What follows belongs to an exercise in optimizing a design on an open flow for a short achievable clock period; a production flow would make more cautious choices.
At most, simulation tests tie the RTL to the original design; equivalence was not proved.
Power and IR drop assume default switching activity.

Setup of run F:
Design branch_target_predictor, start of the top module:
module branch_target_predictor #(
  parameter int unsigned ADDR_W   = 32,
  parameter int unsigned ENTRIES  = 16,
  parameter logic [1:0]  CTR_INIT = 2'b01,
  parameter int unsigned CNT_W    = 16
) (
  input  logic              clk,
  input  logic              reset,
  input  logic              enable,
  input  logic [ADDR_W-1:0] pc_f,
  output logic              pred_hit,
  output logic              pred_taken,
  output logic [ADDR_W-1:0] pred_target,
  input  logic              upd_valid,
  input  logic [ADDR_W-1:0] upd_pc,
  input  logic              upd_taken,
  input  logic [ADDR_W-1:0] upd_target,
  input  logic              upd_pred_taken,
  input  logic [ADDR_W-1:0] upd_pred_target,
  input  logic              flush_all,
  output logic              mispredict,
  output logic [CNT_W-1:0]  branch_cnt,
  output logic [CNT_W-1:0]  mispred_cnt
);
  localparam int unsigned IDX_W = $clog2(ENTRIES);
  localparam int unsigned TAG_W = ADDR_W - IDX_W - 2;
  logic [ENTRIES-1:0]             valid_q;
  logic [ENTRIES-1:0][TAG_W-1:0]  tag_q;
  logic [ENTRIES-1:0][ADDR_W-1:0] tgt_q;
  logic [ENTRIES-1:0][1:0]        ctr_q;
  logic [CNT_W-1:0]  branch_cnt_q;
  logic [CNT_W-1:0]  mispred_cnt_q;
  logic [IDX_W-1:0]  f_idx;
  logic [TAG_W-1:0]  f_tag;
  logic [IDX_W-1:0]  u_idx;
  logic [TAG_W-1:0]  u_tag;
  assign f_idx = pc_f[IDX_W+1:2];
  assign f_tag = pc_f[ADDR_W-1:IDX_W+2];
  assign u_idx = upd_pc[IDX_W+1:2];
  assign u_tag = upd_pc[ADDR_W-1:IDX_W+2];
  logic [ADDR_W-1:0]  f_seq;
  logic [ENTRIES-1:0] e_tv;
  always_comb begin
    for (int i = 0; i < int'(ENTRIES); i++) begin
      e_tv[i]  = valid_q[i] && ctr_q[i][1];
    end
  end
  logic sq_0_0;
  btb_g_inv u_sq_0_0 (.a(pc_f[2]), .y(sq_0_0));
  logic sq_0_1;
  btb_g_nand2 u_sq_0_1 (.a(pc_f[3]), .b(pc_f[2]), .y(sq_0_1));
  logic sq_0_2;
  btb_g_nand2 u_sq_0_2 (.a(pc_f[4]), .b(pc_f[3]), .y(sq_0_2));
  logic sq_0_3;
  btb_g_nand2 u_sq_0_3 (.a(pc_f[5]), .b(pc_f[4]), .y(sq_0_3));
  logic sq_0_4;
  btb_g_nand2 u_sq_0_4 (.a(pc_f[6]), .b(pc_f[5]), .y(sq_0_4));
  logic sq_0_5;
  btb_g_nand2 u_sq_0_5 (.a(pc_f[7]), .b(pc_f[6]), .y(sq_0_5));
  logic sq_0_6;
  btb_g_nand2 u_sq_0_6 (.a(pc_f[8]), .b(pc_f[7]), .y(sq_0_6));
  logic sq_0_7;
  btb_g_nand2 u_sq_0_7 (.a(pc_f[9]), .b(pc_f[8]), .y(sq_0_7));
  logic sq_0_8;
  btb_g_nand2 u_sq_0_8 (.a(pc_f[10]), .b(pc_f[9]), .y(sq_0_8));
  logic sq_0_9;
  ...
Settings: LEC_CHECK=0, ABC_CLOCK_PERIOD_IN_PS=2500, CAP_MARGIN=20, CORE_MARGIN=2, CORE_UTILIZATION=65, PLACE_DENSITY=0.75, SETUP_SLACK_MARGIN=3.0, SLEW_MARGIN=20, SYNTH_HIERARCHICAL=1, SYNTH_MINIMUM_KEEP_SIZE=0, TNS_END_PERCENT=20; clock period 7.0 ns.
standard.sh (not shown) runs the stock make flow with config.mk's settings and CLKGATE_MAP_FILE= SYNTH_SCRIPT=/design/flow/synth_recipe.tcl, a recipe that flattens the netlist after the stock synthesis.
==> flow/flow/run.sh <==
#!/bin/bash
# Own layout flow: the standard synthesis unchanged, then the standard ORFS
# steps with delay cells kept out of buffering (so port buffers and repair
# buffers are real buffers), port buffers of a fixed drive strength, and the
# lookup's ports grouped on one edge (flow/io.tcl, before pin placement).
set -euo pipefail
HERE=$(pwd)
PLAT_DU="sky130_fd_sc_hd__probe_p_8 sky130_fd_sc_hd__probec_p_8 sky130_fd_sc_hd__lpflow_bleeder_1 sky130_fd_sc_hd__lpflow_clkbufkapwr_1 sky130_fd_sc_hd__lpflow_clkbufkapwr_16 sky130_fd_sc_hd__lpflow_clkbufkapwr_2 sky130_fd_sc_hd__lpflow_clkbufkapwr_4 sky130_fd_sc_hd__lpflow_clkbufkapwr_8 sky130_fd_sc_hd__lpflow_clkinvkapwr_1 sky130_fd_sc_hd__lpflow_clkinvkapwr_16 sky130_fd_sc_hd__lpflow_clkinvkapwr_2 sky130_fd_sc_hd__lpflow_clkinvkapwr_4 sky130_fd_sc_hd__lpflow_clkinvkapwr_8 sky130_fd_sc_hd__lpflow_decapkapwr_12 sky130_fd_sc_hd__lpflow_decapkapwr_3 sky130_fd_sc_hd__lpflow_decapkapwr_4 sky130_fd_sc_hd__lpflow_decapkapwr_6 sky130_fd_sc_hd__lpflow_decapkapwr_8 sky130_fd_sc_hd__lpflow_inputiso0n_1 sky130_fd_sc_hd__lpflow_inputiso0p_1 sky130_fd_sc_hd__lpflow_inputiso1n_1 sky130_fd_sc_hd__lpflow_inputiso1p_1 sky130_fd_sc_hd__lpflow_inputisolatch_1 sky130_fd_sc_hd__lpflow_isobufsrc_1 sky130_fd_sc_hd__lpflow_isobufsrc_16 sky130_fd_sc_hd__lpflow_isobufsrc_2 sky130_fd_sc_hd__lpflow_isobufsrc_4 sky130_fd_sc_hd__lpflow_isobufsrc_8 sky130_fd_sc_hd__lpflow_isobufsrckapwr_16 sky130_fd_sc_hd__lpflow_lsbuf_lh_hl_isowell_tap_1 sky130_fd_sc_hd__lpflow_lsbuf_lh_hl_isowell_tap_2 sky130_fd_sc_hd__lpflow_lsbuf_lh_hl_isowell_tap_4 sky130_fd_sc_hd__lpflow_lsbuf_lh_isowell_4 sky130_fd_sc_hd__lpflow_lsbuf_lh_isowell_tap_1 sky130_fd_sc_hd__lpflow_lsbuf_lh_isowell_tap_2 sky130_fd_sc_hd__lpflow_lsbuf_lh_isowell_tap_4"
DU="$PLAT_DU sky130_fd_sc_hd__dlygate4sd1_1 sky130_fd_sc_hd__dlygate4sd2_1 sky130_fd_sc_hd__dlygate4sd3_1 sky130_fd_sc_hd__clkdlybuf4s15_1 sky130_fd_sc_hd__clkdlybuf4s15_2 sky130_fd_sc_hd__clkdlybuf4s18_1 sky130_fd_sc_hd__clkdlybuf4s18_2 sky130_fd_sc_hd__clkdlybuf4s25_1 sky130_fd_sc_hd__clkdlybuf4s25_2 sky130_fd_sc_hd__clkdlybuf4s50_1 sky130_fd_sc_hd__clkdlybuf4s50_2 sky130_fd_sc_hd__dlymetal6s2s_1 sky130_fd_sc_hd__dlymetal6s4s_1 sky130_fd_sc_hd__dlymetal6s6s_1"

bash standard.sh synth > flow_synth.log 2>&1
bash standard.sh "DONT_USE_CELLS=$DU" \
  "BUFFER_PORTS_ARGS=-buffer_cell sky130_fd_sc_hd__buf_6" \
  "PRE_IO_PLACEMENT_TCL=$HERE/flow/io.tcl" \
  "GLOBAL_PLACEMENT_ARGS=-timing_driven_net_weight_max 10 -timing_driven_nets_percentage 20" \
  finish > flow_layout.log 2>&1
Other scripts of this flow, unchanged in this note and not shown: flow/flow/io.tcl
The inputs of run R differ from those of run F as listed below.
# run F
export LEC_CHECK = 0
export ABC_CLOCK_PERIOD_IN_PS = 2500
export CAP_MARGIN = 20
export CORE_MARGIN = 2
export CORE_UTILIZATION = 65
export PLACE_DENSITY = 0.75
export SETUP_SLACK_MARGIN = 3.0
export SLEW_MARGIN = 20
export SYNTH_HIERARCHICAL = 1
export SYNTH_MINIMUM_KEEP_SIZE = 0
export TNS_END_PERCENT = 20
create_clock -name core_clock -period 7.0 [get_ports {clk}]
# run R
export LEC_CHECK = 0
export ABC_CLOCK_PERIOD_IN_PS = 2500
export CAP_MARGIN = 20
export CORE_MARGIN = 2
export CORE_UTILIZATION = 50
export PLACE_DENSITY = 0.62
export SETUP_SLACK_MARGIN = 3.0
export SLEW_MARGIN = 20
export SYNTH_HIERARCHICAL = 1
export SYNTH_MINIMUM_KEEP_SIZE = 0
export TNS_END_PERCENT = 100
create_clock -name core_clock -period 7.0 [get_ports {clk}]
Findings:
- The final reports for run R and run F show switching power as a share of total power higher in the former.
- Between run F and run R, the fraction of standard cell area in multi-input logic is lower for run R.
- Overall die height (run R over run F): increase, 14%
- Time the final worst path needs with I/O delays and setup, run F and run R, higher one = run F.
- Run R vs run F, transition at the pin with the smallest max-transition slack went up by 0.084 ns.
- Run R gives more total buffers and inverters traversed by the critical path than run F did.
- NOTE: minimum hold slack in run R exceeds that of run F
- Area added between synthesis and finish in run R is 2.3 points above run F.
- In the tables for run F and run R, number of clock buffers in the layout reads higher with run R.
- Tap cell count for run R: 307 up relative to run F

Setup of the reference run:
Another version of the RTL of branch_target_predictor (not shown whole).
Size in the first run: ~980 flip-flops, ~45000 um2 of cells after synthesis.
==> flow/config.mk <==
export PLATFORM = sky130hd
export DESIGN_NAME = branch_target_predictor
export DESIGN_NICKNAME = branch_target_predictor
export VERILOG_FILES = /design/flow/design.v
export SDC_FILE = /design/flow/constraint.sdc
export NUM_CORES = 4
export LEC_CHECK = 0
export ABC_CLOCK_PERIOD_IN_PS = 2500
export CAP_MARGIN = 20
export CORE_MARGIN = 2
export CORE_UTILIZATION = 40
export SETUP_SLACK_MARGIN = 2.0
export SLEW_MARGIN = 20
export SYNTH_HIERARCHICAL = 1
export SYNTH_MINIMUM_KEEP_SIZE = 0
==> flow/constraint.sdc <==
create_clock -name core_clock -period 7.0 [get_ports {clk}]
set_input_delay 1.4000 -clock core_clock [delete_from_list [all_inputs] [get_ports {clk}]]
set_output_delay 1.4000 -clock core_clock [all_outputs]
set_load 0.01 [all_outputs]
==> flow/flow/run.sh <==
#!/bin/bash
# Own layout flow: the standard synthesis unchanged, then the standard ORFS
# steps with delay cells kept out of buffering (so port buffers and repair
# buffers are real buffers) and port buffers of a fixed drive strength.
set -euo pipefail
PLAT_DU="sky130_fd_sc_hd__probe_p_8 sky130_fd_sc_hd__probec_p_8 sky130_fd_sc_hd__lpflow_bleeder_1 sky130_fd_sc_hd__lpflow_clkbufkapwr_1 sky130_fd_sc_hd__lpflow_clkbufkapwr_16 sky130_fd_sc_hd__lpflow_clkbufkapwr_2 sky130_fd_sc_hd__lpflow_clkbufkapwr_4 sky130_fd_sc_hd__lpflow_clkbufkapwr_8 sky130_fd_sc_hd__lpflow_clkinvkapwr_1 sky130_fd_sc_hd__lpflow_clkinvkapwr_16 sky130_fd_sc_hd__lpflow_clkinvkapwr_2 sky130_fd_sc_hd__lpflow_clkinvkapwr_4 sky130_fd_sc_hd__lpflow_clkinvkapwr_8 sky130_fd_sc_hd__lpflow_decapkapwr_12 sky130_fd_sc_hd__lpflow_decapkapwr_3 sky130_fd_sc_hd__lpflow_decapkapwr_4 sky130_fd_sc_hd__lpflow_decapkapwr_6 sky130_fd_sc_hd__lpflow_decapkapwr_8 sky130_fd_sc_hd__lpflow_inputiso0n_1 sky130_fd_sc_hd__lpflow_inputiso0p_1 sky130_fd_sc_hd__lpflow_inputiso1n_1 sky130_fd_sc_hd__lpflow_inputiso1p_1 sky130_fd_sc_hd__lpflow_inputisolatch_1 sky130_fd_sc_hd__lpflow_isobufsrc_1 sky130_fd_sc_hd__lpflow_isobufsrc_16 sky130_fd_sc_hd__lpflow_isobufsrc_2 sky130_fd_sc_hd__lpflow_isobufsrc_4 sky130_fd_sc_hd__lpflow_isobufsrc_8 sky130_fd_sc_hd__lpflow_isobufsrckapwr_16 sky130_fd_sc_hd__lpflow_lsbuf_lh_hl_isowell_tap_1 sky130_fd_sc_hd__lpflow_lsbuf_lh_hl_isowell_tap_2 sky130_fd_sc_hd__lpflow_lsbuf_lh_hl_isowell_tap_4 sky130_fd_sc_hd__lpflow_lsbuf_lh_isowell_4 sky130_fd_sc_hd__lpflow_lsbuf_lh_isowell_tap_1 sky130_fd_sc_hd__lpflow_lsbuf_lh_isowell_tap_2 sky130_fd_sc_hd__lpflow_lsbuf_lh_isowell_tap_4"
DU="$PLAT_DU sky130_fd_sc_hd__dlygate4sd1_1 sky130_fd_sc_hd__dlygate4sd2_1 sky130_fd_sc_hd__dlygate4sd3_1 sky130_fd_sc_hd__clkdlybuf4s15_1 sky130_fd_sc_hd__clkdlybuf4s15_2 sky130_fd_sc_hd__clkdlybuf4s18_1 sky130_fd_sc_hd__clkdlybuf4s18_2 sky130_fd_sc_hd__clkdlybuf4s25_1 sky130_fd_sc_hd__clkdlybuf4s25_2 sky130_fd_sc_hd__clkdlybuf4s50_1 sky130_fd_sc_hd__clkdlybuf4s50_2 sky130_fd_sc_hd__dlymetal6s2s_1 sky130_fd_sc_hd__dlymetal6s4s_1 sky130_fd_sc_hd__dlymetal6s6s_1"

bash standard.sh synth > flow_synth.log 2>&1
bash standard.sh "DONT_USE_CELLS=$DU" \
  "BUFFER_PORTS_ARGS=-buffer_cell sky130_fd_sc_hd__buf_6" \
  finish > flow_layout.log 2>&1
The reference run: done, clean on timing, DRC and antenna
[inputs] the trial run vs the reference run
# the reference run
export LEC_CHECK = 0
export ABC_CLOCK_PERIOD_IN_PS = 2500
export CAP_MARGIN = 20
export CORE_MARGIN = 2
export CORE_UTILIZATION = 40
export SETUP_SLACK_MARGIN = 2.0
export SLEW_MARGIN = 20
export SYNTH_HIERARCHICAL = 1
export SYNTH_MINIMUM_KEEP_SIZE = 0
create_clock -name core_clock -period 7.0 [get_ports {clk}]
# the trial run
export LEC_CHECK = 0
export ABC_CLOCK_PERIOD_IN_PS = 2500
export CAP_MARGIN = 20
export CORE_MARGIN = 2
export CORE_UTILIZATION = 40
export SETUP_SLACK_MARGIN = 3.0
export SLEW_MARGIN = 20
export SYNTH_HIERARCHICAL = 1
export SYNTH_MINIMUM_KEEP_SIZE = 0
export TNS_END_PERCENT = 20
create_clock -name core_clock -period 7.0 [get_ports {clk}]
Notes after the runs:
Having completed the whole flow, the trial run delivered a layout that passed the timing, design-rule and antenna checks.
As far as count of sequential standard cells goes, the reference run and the trial run are indistinguishable; the numbers are identical.
Changes observed in the trial run relative to the reference run: count of cells resized by post-cts repair higher, total non-filler cell area in the finished layout higher, global-route met2 utilization higher, end-of-flow core utilization higher.
The trial run: relative contribution of the clock network to total power higher than the reference run
Relative to the reference run, layout filler cell count decreased by about 3.4% in the trial run.
Taking the reference run as the reference, in the trial run highest net fanout along the worst path down 6, clock tree buffer count of the final layout down 9.9%, sum of routed wire length over all layers up 14000 um.
Function was not checked in any run of this note: the RTL went through the layout flow alone.

== run 1 ==
Another version of the RTL of branch_target_predictor (not shown whole).
Size in the first run: ~3500 cells after synthesis, about 1000 flip-flops, roughly 200 I/O pins, ~49000 um^2 of cells after synthesis.
clock: 7.0 ns
lec_check: 0
abc_clock_period_in_ps: 2500
cap_margin: 20
core_margin: 2
core_utilization: 65
place_density: 0.75
setup_slack_margin: 3.0
slew_margin: 20
synth_hierarchical: 1
synth_minimum_keep_size: 0
tns_end_percent: 100
==> flow/flow/run.sh <==
#!/bin/bash
# Own layout flow: the standard synthesis unchanged, then the standard ORFS
# steps with delay cells kept out of buffering (so port buffers and repair
# buffers are real buffers), port buffers of a fixed drive strength, and the
# lookup's ports grouped on one edge (flow/io.tcl, before pin placement).
set -euo pipefail
HERE=$(pwd)
PLAT_DU="sky130_fd_sc_hd__probe_p_8 sky130_fd_sc_hd__probec_p_8 sky130_fd_sc_hd__lpflow_bleeder_1 sky130_fd_sc_hd__lpflow_clkbufkapwr_1 sky130_fd_sc_hd__lpflow_clkbufkapwr_16 sky130_fd_sc_hd__lpflow_clkbufkapwr_2 sky130_fd_sc_hd__lpflow_clkbufkapwr_4 sky130_fd_sc_hd__lpflow_clkbufkapwr_8 sky130_fd_sc_hd__lpflow_clkinvkapwr_1 sky130_fd_sc_hd__lpflow_clkinvkapwr_16 sky130_fd_sc_hd__lpflow_clkinvkapwr_2 sky130_fd_sc_hd__lpflow_clkinvkapwr_4 sky130_fd_sc_hd__lpflow_clkinvkapwr_8 sky130_fd_sc_hd__lpflow_decapkapwr_12 sky130_fd_sc_hd__lpflow_decapkapwr_3 sky130_fd_sc_hd__lpflow_decapkapwr_4 sky130_fd_sc_hd__lpflow_decapkapwr_6 sky130_fd_sc_hd__lpflow_decapkapwr_8 sky130_fd_sc_hd__lpflow_inputiso0n_1 sky130_fd_sc_hd__lpflow_inputiso0p_1 sky130_fd_sc_hd__lpflow_inputiso1n_1 sky130_fd_sc_hd__lpflow_inputiso1p_1 sky130_fd_sc_hd__lpflow_inputisolatch_1 sky130_fd_sc_hd__lpflow_isobufsrc_1 sky130_fd_sc_hd__lpflow_isobufsrc_16 sky130_fd_sc_hd__lpflow_isobufsrc_2 sky130_fd_sc_hd__lpflow_isobufsrc_4 sky130_fd_sc_hd__lpflow_isobufsrc_8 sky130_fd_sc_hd__lpflow_isobufsrckapwr_16 sky130_fd_sc_hd__lpflow_lsbuf_lh_hl_isowell_tap_1 sky130_fd_sc_hd__lpflow_lsbuf_lh_hl_isowell_tap_2 sky130_fd_sc_hd__lpflow_lsbuf_lh_hl_isowell_tap_4 sky130_fd_sc_hd__lpflow_lsbuf_lh_isowell_4 sky130_fd_sc_hd__lpflow_lsbuf_lh_isowell_tap_1 sky130_fd_sc_hd__lpflow_lsbuf_lh_isowell_tap_2 sky130_fd_sc_hd__lpflow_lsbuf_lh_isowell_tap_4"
DU="$PLAT_DU sky130_fd_sc_hd__dlygate4sd1_1 sky130_fd_sc_hd__dlygate4sd2_1 sky130_fd_sc_hd__dlygate4sd3_1 sky130_fd_sc_hd__clkdlybuf4s15_1 sky130_fd_sc_hd__clkdlybuf4s15_2 sky130_fd_sc_hd__clkdlybuf4s18_1 sky130_fd_sc_hd__clkdlybuf4s18_2 sky130_fd_sc_hd__clkdlybuf4s25_1 sky130_fd_sc_hd__clkdlybuf4s25_2 sky130_fd_sc_hd__clkdlybuf4s50_1 sky130_fd_sc_hd__clkdlybuf4s50_2 sky130_fd_sc_hd__dlymetal6s2s_1 sky130_fd_sc_hd__dlymetal6s4s_1 sky130_fd_sc_hd__dlymetal6s6s_1"

bash standard.sh synth > flow_synth.log 2>&1
bash standard.sh "DONT_USE_CELLS=$DU" \
  "BUFFER_PORTS_ARGS=-buffer_cell sky130_fd_sc_hd__buf_6" \
  "PRE_IO_PLACEMENT_TCL=$HERE/flow/io.tcl" \
  "GLOBAL_PLACEMENT_ARGS=-timing_driven_net_weight_max 10 -timing_driven_nets_percentage 20" \
  finish > flow_layout.log 2>&1
Other scripts of this flow, unchanged in this note and not shown: flow/flow/io.tcl
[inputs] run 2 vs run 1
diff --git a/flow/config.mk b/flow/config.mk
--- a/flow/config.mk
+++ b/flow/config.mk
@@ -9,6 +9,6 @@
 export CAP_MARGIN = 20
 export CORE_MARGIN = 2
-export CORE_UTILIZATION = 65
-export PLACE_DENSITY = 0.75
+export CORE_UTILIZATION = 50
+export PLACE_DENSITY = 0.62
 export SETUP_SLACK_MARGIN = 3.0
 export SLEW_MARGIN = 20
Findings:
Diff run 1 -> run 2: total core area went up by about 30%, relative slew slack lost 1.7 points. Run 2 vs. run 1: total power divided by cell area went up by about 0.8%. Via count went down by a few percent going from run 1 to run 2. Run 2 against run 1: maximum frequency moved down, post-layout minimum cycle time moved up, final-layout worst hold slack level, post-route non-filler standard cell count moved up, total detailed-routing wirelength moved up. Compared with run 1, run 2 shows final design area excluding fillers that has gone up slightly.
The following lists how run 3 was set up differently from run 2:
diff --git a/flow/config.mk b/flow/config.mk
--- a/flow/config.mk
+++ b/flow/config.mk
@@ -9,9 +9,9 @@
 export CAP_MARGIN = 20
 export CORE_MARGIN = 2
-export CORE_UTILIZATION = 50
-export PLACE_DENSITY = 0.62
+export CORE_UTILIZATION = 65
+export PLACE_DENSITY = 0.75
 export SETUP_SLACK_MARGIN = 3.0
 export SLEW_MARGIN = 20
 export SYNTH_HIERARCHICAL = 1
 export SYNTH_MINIMUM_KEEP_SIZE = 0
-export TNS_END_PERCENT = 100
+export TNS_END_PERCENT = 20
Results
In the reports for run 3 and run 2, the smaller number of buffers and inverters on the critical path belongs to run 2.
Between run 3 and run 2, number of optimization iterations in the first detailed-route pass is lower for run 2, run 3 comes in above that.
Critical path launch point: pc_f[21] -> run 3, pc_f[19] -> run 2
Compared with run 2, in run 3 worst hold slack dropped 0.014 ns; well-tap cell count went down by 24%; power per standard cell area grew by 5.3 nW/um^2; non-filler instance count after layout -about 9%.

-- what the ideal ports hide --
Ports are ideal in the flow. The routed layouts listed here were re-timed in OpenROAD. Step 1 sets driving cells, clkbuf_16 on the clock port and buf_2 on the other inputs (assumed; they add their load-dependent delay and slew). Step 2 adds t to the input delays and takes it off the output delays; t is the mean of the earliest and latest rising clock arrival at the registers after step 1. Input paths then give back, and output paths get back, about the clock's delay inside the block. a / b / c = ideal ports / drivers / drivers and shift; a / b = the first two.
run	t (ns)	slack for setup (ns)	worst register clock-pin slew, ns
run F	0.736	2.221 / 2.085 / 2.085	0.07 / 0.07
run R	0.767	2.239 / 1.993 / 1.993	0.07 / 0.07
the reference run	0.754	1.986 / 1.752 / 1.752	0.06 / 0.06
the trial run	0.752	2.109 / 1.781 / 1.781	0.07 / 0.07
run 1	0.736	2.286 / 2.029 / 2.029	0.06 / 0.06
run 2	0.762	2.208 / 1.993 / 1.993	0.07 / 0.07
run 3	0.742	2.227 / 2.166 / 2.166	0.07 / 0.07
After both steps setup and hold are still met in every run listed. For the trial run, which loses most, drivers alone change the setup slack by -0.328 ns; drivers and shift together by -0.328 ns.
